What follows belongs to an exercise in optimizing a design on an open flow for small area; a production flow would make more cautious choices. The RTL was checked by simulation tests, not by an equivalence proof against the original design. No activity file was given, so power comes from the tool's default toggle rates. No driver is modelled on the clock port, so clocking that relies on it looks cheaper here than on a real chip.

==> run R: inputs <==
==> flow/design.v <==
module systolic_feeder #(
  parameter int NUM_SIZE     = 16,
  parameter int GRID_SIZE    = 2,
  parameter int BUFFER_LEN   = 32,
  parameter int ADDRESS_LEN  = 5,
  parameter int DRAIN_CYCLES = 3,
  localparam int CHAN_W      = (GRID_SIZE > 1) ? $clog2(GRID_SIZE) : 1
) (
  input  logic                          clk,
  input  logic                          rst,
  input  logic                          wr_en,
  input  logic                          wr_sel,
  input  logic [CHAN_W-1:0]             wr_chan,
  input  logic [ADDRESS_LEN-1:0]        wr_addr,
  input  logic [NUM_SIZE-1:0]           wr_data,
  input  logic [ADDRESS_LEN:0]          len,
  input  logic                          start,
  output logic [NUM_SIZE*GRID_SIZE-1:0] north_input,
  output logic [NUM_SIZE*GRID_SIZE-1:0] west_input,
  output logic                          ce,
  output logic                          busy,
  output logic                          done
);
  localparam int LEN_W = ADDRESS_LEN + 1;
  logic             run_r, busy_r, done_r;
  logic             last_r;         
  logic [LEN_W-1:0] a_r;            
  logic [LEN_W-1:0] len_r;
  logic             mem_valid;      
  logic             idle, drain;
  logic [LEN_W-1:0] len_clamped;
  logic             go, go_run, eq_len;
  logic             en0, en1;
  logic             wr_ok;
  assign idle        = !busy_r && !done_r;
  assign drain       = busy_r && !run_r;
  assign len_clamped = len[LEN_W-1] ? LEN_W'(BUFFER_LEN) : len;
  assign go          = idle && start;
  assign go_run      = go && (len_clamped != '0);
  assign eq_len      = (a_r == len_r);
  assign wr_ok       = idle && wr_en;
  assign en0 = (go_run && mem_valid) || (run_r && !last_r && !eq_len);
  assign en1 = run_r && !last_r;
  always_ff @(posedge clk or posedge rst) begin
    if (rst) begin
      run_r     <= 1'b0;
      busy_r    <= 1'b0;
      done_r    <= 1'b0;
      last_r    <= 1'b0;
      a_r       <= '0;
      len_r     <= '0;
      mem_valid <= 1'b0;
    end else begin
      mem_valid <= 1'b1;
      done_r    <= 1'b0;
      if (idle) begin
        if (start) begin
          len_r <= len_clamped;
          if (len_clamped == '0) begin
            done_r <= 1'b1;
          end else begin
            run_r  <= 1'b1;
            busy_r <= 1'b1;
            last_r <= 1'b0;
            a_r    <= LEN_W'(1);
          end
        end
      end else if (run_r) begin
        if (last_r) begin
          run_r <= 1'b0;
          a_r   <= '0;
        end else begin
          last_r <= eq_len;
          a_r    <= a_r + 1'b1;
        end
      end else if (drain) begin
        if (a_r[1]) begin
          busy_r <= 1'b0;
          done_r <= 1'b1;
          a_r    <= '0;
        end else begin
          a_r <= a_r + 1'b1;
        end
      end
    end
  end
  logic [BUFFER_LEN:0]   dec;
  logic [BUFFER_LEN-1:0] sel0, sel1;
  always_comb begin
    for (int e = 0; e <= BUFFER_LEN; e++) dec[e] = (a_r == LEN_W'(e));
  end
  assign sel0 = {BUFFER_LEN{en0}} & dec[BUFFER_LEN-1:0];
  assign sel1 = {BUFFER_LEN{en1}} & dec[BUFFER_LEN:1];
  logic byp_n, byp_w;
  assign byp_n = go_run && wr_en && !wr_sel && (wr_chan == '0) && (wr_addr == '0);
  assign byp_w = go_run && wr_en &&  wr_sel && (wr_chan == '0) && (wr_addr == '0);
  logic [NUM_SIZE*GRID_SIZE-1:0] north_rd, west_rd;
  for (genvar bi = 0; bi < 2; bi++) begin : g_bus
    for (genvar gi = 0; gi < GRID_SIZE; gi++) begin : g_chan
      logic [NUM_SIZE-1:0]   mem [BUFFER_LEN];
      logic [NUM_SIZE-1:0]   mem_d [BUFFER_LEN];
      logic [BUFFER_LEN-1:0] we, hold, sel;
      logic                  byp;
      logic [NUM_SIZE-1:0]   rd;
      always_comb begin
        for (int e = 0; e < BUFFER_LEN; e++)
          we[e] = wr_ok && (wr_sel == bi[0]) && (wr_chan == CHAN_W'(gi)) &&
                  (wr_addr == ADDRESS_LEN'(e));
      end
      assign hold = ~we & {BUFFER_LEN{mem_valid}};
      for (genvar e = 0; e < BUFFER_LEN; e++) begin : g_ent
        for (genvar b = 0; b < NUM_SIZE; b++) begin : g_bit
          sf_wbit u_w (.we(we[e]), .hold(hold[e]), .wd(wr_data[b]), .q(mem[e][b]), .d(mem_d[e][b]));
        end
      end
      always_ff @(posedge clk) begin
        for (int e = 0; e < BUFFER_LEN; e++) mem[e] <= mem_d[e];
      end
      assign byp = (gi == 0) ? ((bi == 0) ? byp_n : byp_w) : 1'b0;
      assign sel = ((gi == 0) ? sel0 : sel1) & ~{{(BUFFER_LEN-1){1'b0}}, byp};
      for (genvar b = 0; b < NUM_SIZE; b++) begin : g_rbit
        logic [32:0] s, d;
        logic [10:0] y_n;
        assign s = {byp, sel};
        for (genvar e = 0; e < BUFFER_LEN; e++) begin : g_d
          assign d[e] = mem[e][b];
        end
        assign d[32] = wr_data[b];
        for (genvar k = 0; k < 10; k++) begin : g_aoi
          sf_aoi222 u_a (.s0(s[3*k]), .d0(d[3*k]), .s1(s[3*k+1]), .d1(d[3*k+1]),
                         .s2(s[3*k+2]), .d2(d[3*k+2]), .y_n(y_n[k]));
        end
        if (gi == 0) begin : g_last3
          sf_aoi222 u_a (.s0(s[30]), .d0(d[30]), .s1(s[31]), .d1(d[31]),
                         .s2(s[32]), .d2(d[32]), .y_n(y_n[10]));
        end else begin : g_last2
          sf_aoi22 u_a (.s0(s[30]), .d0(d[30]), .s1(s[31]), .d1(d[31]), .y_n(y_n[10]));
        end
        sf_nand11 u_n (.a(y_n), .y(rd[b]));
      end
      if (bi == 0) begin : g_n
        assign north_rd[gi*NUM_SIZE +: NUM_SIZE] = rd;
      end else begin : g_w
        assign west_rd[gi*NUM_SIZE +: NUM_SIZE] = rd;
      end
    end
  end
  logic [NUM_SIZE*GRID_SIZE-1:0] north_reg, west_reg;
  always_ff @(posedge clk or posedge rst) begin
    if (rst) begin
      north_reg <= '0;
      west_reg  <= '0;
    end else begin
      north_reg <= north_rd;
      west_reg  <= west_rd;
    end
  end
  assign north_input = north_reg;
  assign west_input  = west_reg;
  assign ce          = busy_r;
  assign busy        = busy_r;
  assign done        = done_r;
endmodule
module sf_wbit (
  input  logic we,
  input  logic hold,
  input  logic wd,
  input  logic q,
  output logic d
);
  assign d = (we & wd) | (hold & q);
endmodule
module sf_aoi222 (
  input  logic s0, d0, s1, d1, s2, d2,
  output logic y_n
);
  assign y_n = ~((s0 & d0) | (s1 & d1) | (s2 & d2));
endmodule
module sf_aoi22 (
  input  logic s0, d0, s1, d1,
  output logic y_n
);
  assign y_n = ~((s0 & d0) | (s1 & d1));
endmodule
module sf_nand11 (
  input  logic [10:0] a,
  output logic        y
);
  assign y = ~(&a);
endmodule
==> flow/flow/run.sh <==
#!/bin/bash
set -o pipefail
export CTS_ARGS="-sink_clustering_enable -repair_clock_nets -dont_use_dummy_load"
bash standard.sh > standard_flow.log 2>&1
==> flow/standard.sh <==
#!/bin/bash
# synth_recipe.tcl (not shown) runs the flow's synth.tcl, then flattens the netlist and writes it again
# the make line also repeats each setting of config.mk as NAME=value (left out here)
make -C /OpenROAD-flow-scripts/flow DESIGN_CONFIG=/design/flow/config.mk WORK_HOME=/design/flow/orfs CLKGATE_MAP_FILE= SYNTH_SCRIPT=/design/flow/synth_recipe.tcl "${@:-finish}"
==> flow/config.mk <==
export PLATFORM = sky130hd
export DESIGN_NAME = systolic_feeder
export DESIGN_NICKNAME = systolic_feeder
export VERILOG_FILES = /design/flow/design.v
export SDC_FILE = /design/flow/constraint.sdc
export NUM_CORES = 4
export LEC_CHECK = 0
export CAP_MARGIN = 20
export CORE_MARGIN = 2
export CORE_UTILIZATION = 40
export SLEW_MARGIN = 20
export SYNTH_HIERARCHICAL = 1
==> flow/constraint.sdc <==
create_clock -name core_clock -period 7.0 [get_ports {clk}]
set_input_delay 1.4000 -clock core_clock [delete_from_list [all_inputs] [get_ports {clk}]]
set_output_delay 1.4000 -clock core_clock [all_outputs]
set_load 0.01 [all_outputs]
==> inputs of run A, as changes to run R <==
--- a/flow/design.v
+++ b/flow/design.v
@@ -90,6 +90,12 @@
     for (int e = 0; e <= BUFFER_LEN; e++) dec[e] = (a_r == LEN_W'(e));
   end
-  assign sel0 = {BUFFER_LEN{en0}} & dec[BUFFER_LEN-1:0];
-  assign sel1 = {BUFFER_LEN{en1}} & dec[BUFFER_LEN:1];
+  for (genvar e = 0; e < BUFFER_LEN; e++) begin : g_sel
+    sf_and2 u_s0 (.a(en0), .b(dec[e]),   .y(sel0[e]));
+    sf_and2 u_s1 (.a(en1), .b(dec[e+1]), .y(sel1[e]));
+  end
+  logic [BUFFER_LEN-1:0] wdec;
+  always_comb begin
+    for (int e = 0; e < BUFFER_LEN; e++) wdec[e] = (wr_addr == ADDRESS_LEN'(e));
+  end
   logic byp_n, byp_w;
   assign byp_n = go_run && wr_en && !wr_sel && (wr_chan == '0) && (wr_addr == '0);
@@ -103,10 +109,10 @@
       logic                  byp;
       logic [NUM_SIZE-1:0]   rd;
-      always_comb begin
-        for (int e = 0; e < BUFFER_LEN; e++)
-          we[e] = wr_ok && (wr_sel == bi[0]) && (wr_chan == CHAN_W'(gi)) &&
-                  (wr_addr == ADDRESS_LEN'(e));
-      end
-      assign hold = ~we & {BUFFER_LEN{mem_valid}};
+      logic wsel;
+      assign wsel = wr_ok && (wr_sel == bi[0]) && (wr_chan == CHAN_W'(gi));
+      for (genvar e = 0; e < BUFFER_LEN; e++) begin : g_row
+        sf_and2  u_we   (.a(wsel), .b(wdec[e]), .y(we[e]));
+        sf_and2  u_hold (.a(mem_valid), .b(~(wsel & wdec[e])), .y(hold[e]));
+      end
       for (genvar e = 0; e < BUFFER_LEN; e++) begin : g_ent
         for (genvar b = 0; b < NUM_SIZE; b++) begin : g_bit
@@ -177,4 +183,10 @@
   assign y_n = ~((s0 & d0) | (s1 & d1) | (s2 & d2));
 endmodule
+module sf_and2 (
+  input  logic a, b,
+  output logic y
+);
+  assign y = a & b;
+endmodule
 module sf_aoi22 (
   input  logic s0, d0, s1, d1,
==> flow/flow/run.sh (replaced) <==
#!/bin/bash
set -o pipefail
export CTS_ARGS="-sink_clustering_enable -repair_clock_nets -dont_use_dummy_load -buf_list sky130_fd_sc_hd__clkbuf_16 -sink_clustering_size 30 -sink_clustering_max_diameter 85"
export BUFFER_PORTS_ARGS="-buffer_cell sky130_fd_sc_hd__buf_1"
bash standard.sh > standard_flow.log 2>&1
CAP_MARGIN = 5   (was 20)
CORE_UTILIZATION = 60   (was 40)
SLEW_MARGIN = 5   (was 20)
==> notes <==
- Core utilization: run R is lower than run A (18 points).
- In run A the maximum frequency is higher than in run R, by 8.1%.
- Of run A and run R, run R has the higher clock-buffer cell count (gap 130).
- Against run A, the final area of run R is higher by about 7%.
- In run A the synthesized area is higher than in run R, by 1.5%.
- Against run R, the synthesized cell count of run A is larger by 2.5%.
- Sequential power is about the same in run A and run R.
==> figures <==
Setup slack of the most critical reg-to-reg path: run A 2.60 ns; run R 2.59 ns
Outcome: run A complete, no violations; run R complete, no violations
Pin count of the biggest net entering global routing: run A 95; run R 90
Final core utilization: run A 0.646; run R 0.469
Reported net switching power: run A 5.00 mW; run R 5.93 mW
Via count of the first global-routing pass: run A 56.4k; run R 56.6k
Total track usage: run A 0.416; run R 0.299
Total detailed-routing wirelength: run A 273000 µm; run R 288000 µm
Critical R2R Launch: run A a_r[4]; run R a_r[1]
Nonclk inv count: run A 8; run R 10
Met1 layer usage reported by global route: run A 0.573; run R 0.426
Critical-path cell with the highest stage delay: run A sky130_fd_sc_hd__or4_4; run R sky130_fd_sc_hd__nor3_1
Share of total power in sequential cells: run A 0.629; run R 0.521
Transition at the pin with the smallest max-transition slack: run A 1.35 ns; run R 1.19 ns
Non-clock buffer share: run A 0.0155; run R 0.0391

port drivers added, routing unchanged:
How much do the figures lean on ideal ports? The routed layouts below were timed once more, with nothing changed but the port constraints.
Step 1 assumes that a clkbuf_16 drives the clock port and a buf_2 every other input.
Step 2 moves the port delays by t, midway between the first and last clock arrival at a register: inputs arrive t later, outputs are due t later. That takes back most of the time a late clock gives input paths.
a / b / c = ideal ports / drivers / drivers and shift; a / b = the first two.
| run | shift t [ns] | slack for setup (ns) | worst slew at a driven data input, ns |
|---|---|---|---|
| run R | 0.900 | 1.972 / 2.029 / 1.129 | 0.13 |
| run A | 0.785 | 2.347 / 2.407 / 1.621 | 0.10 |
After both steps every run listed still meets setup and hold. For run R, which loses most, drivers alone change the setup slack by +0.057 ns; drivers and shift together by -0.843 ns.
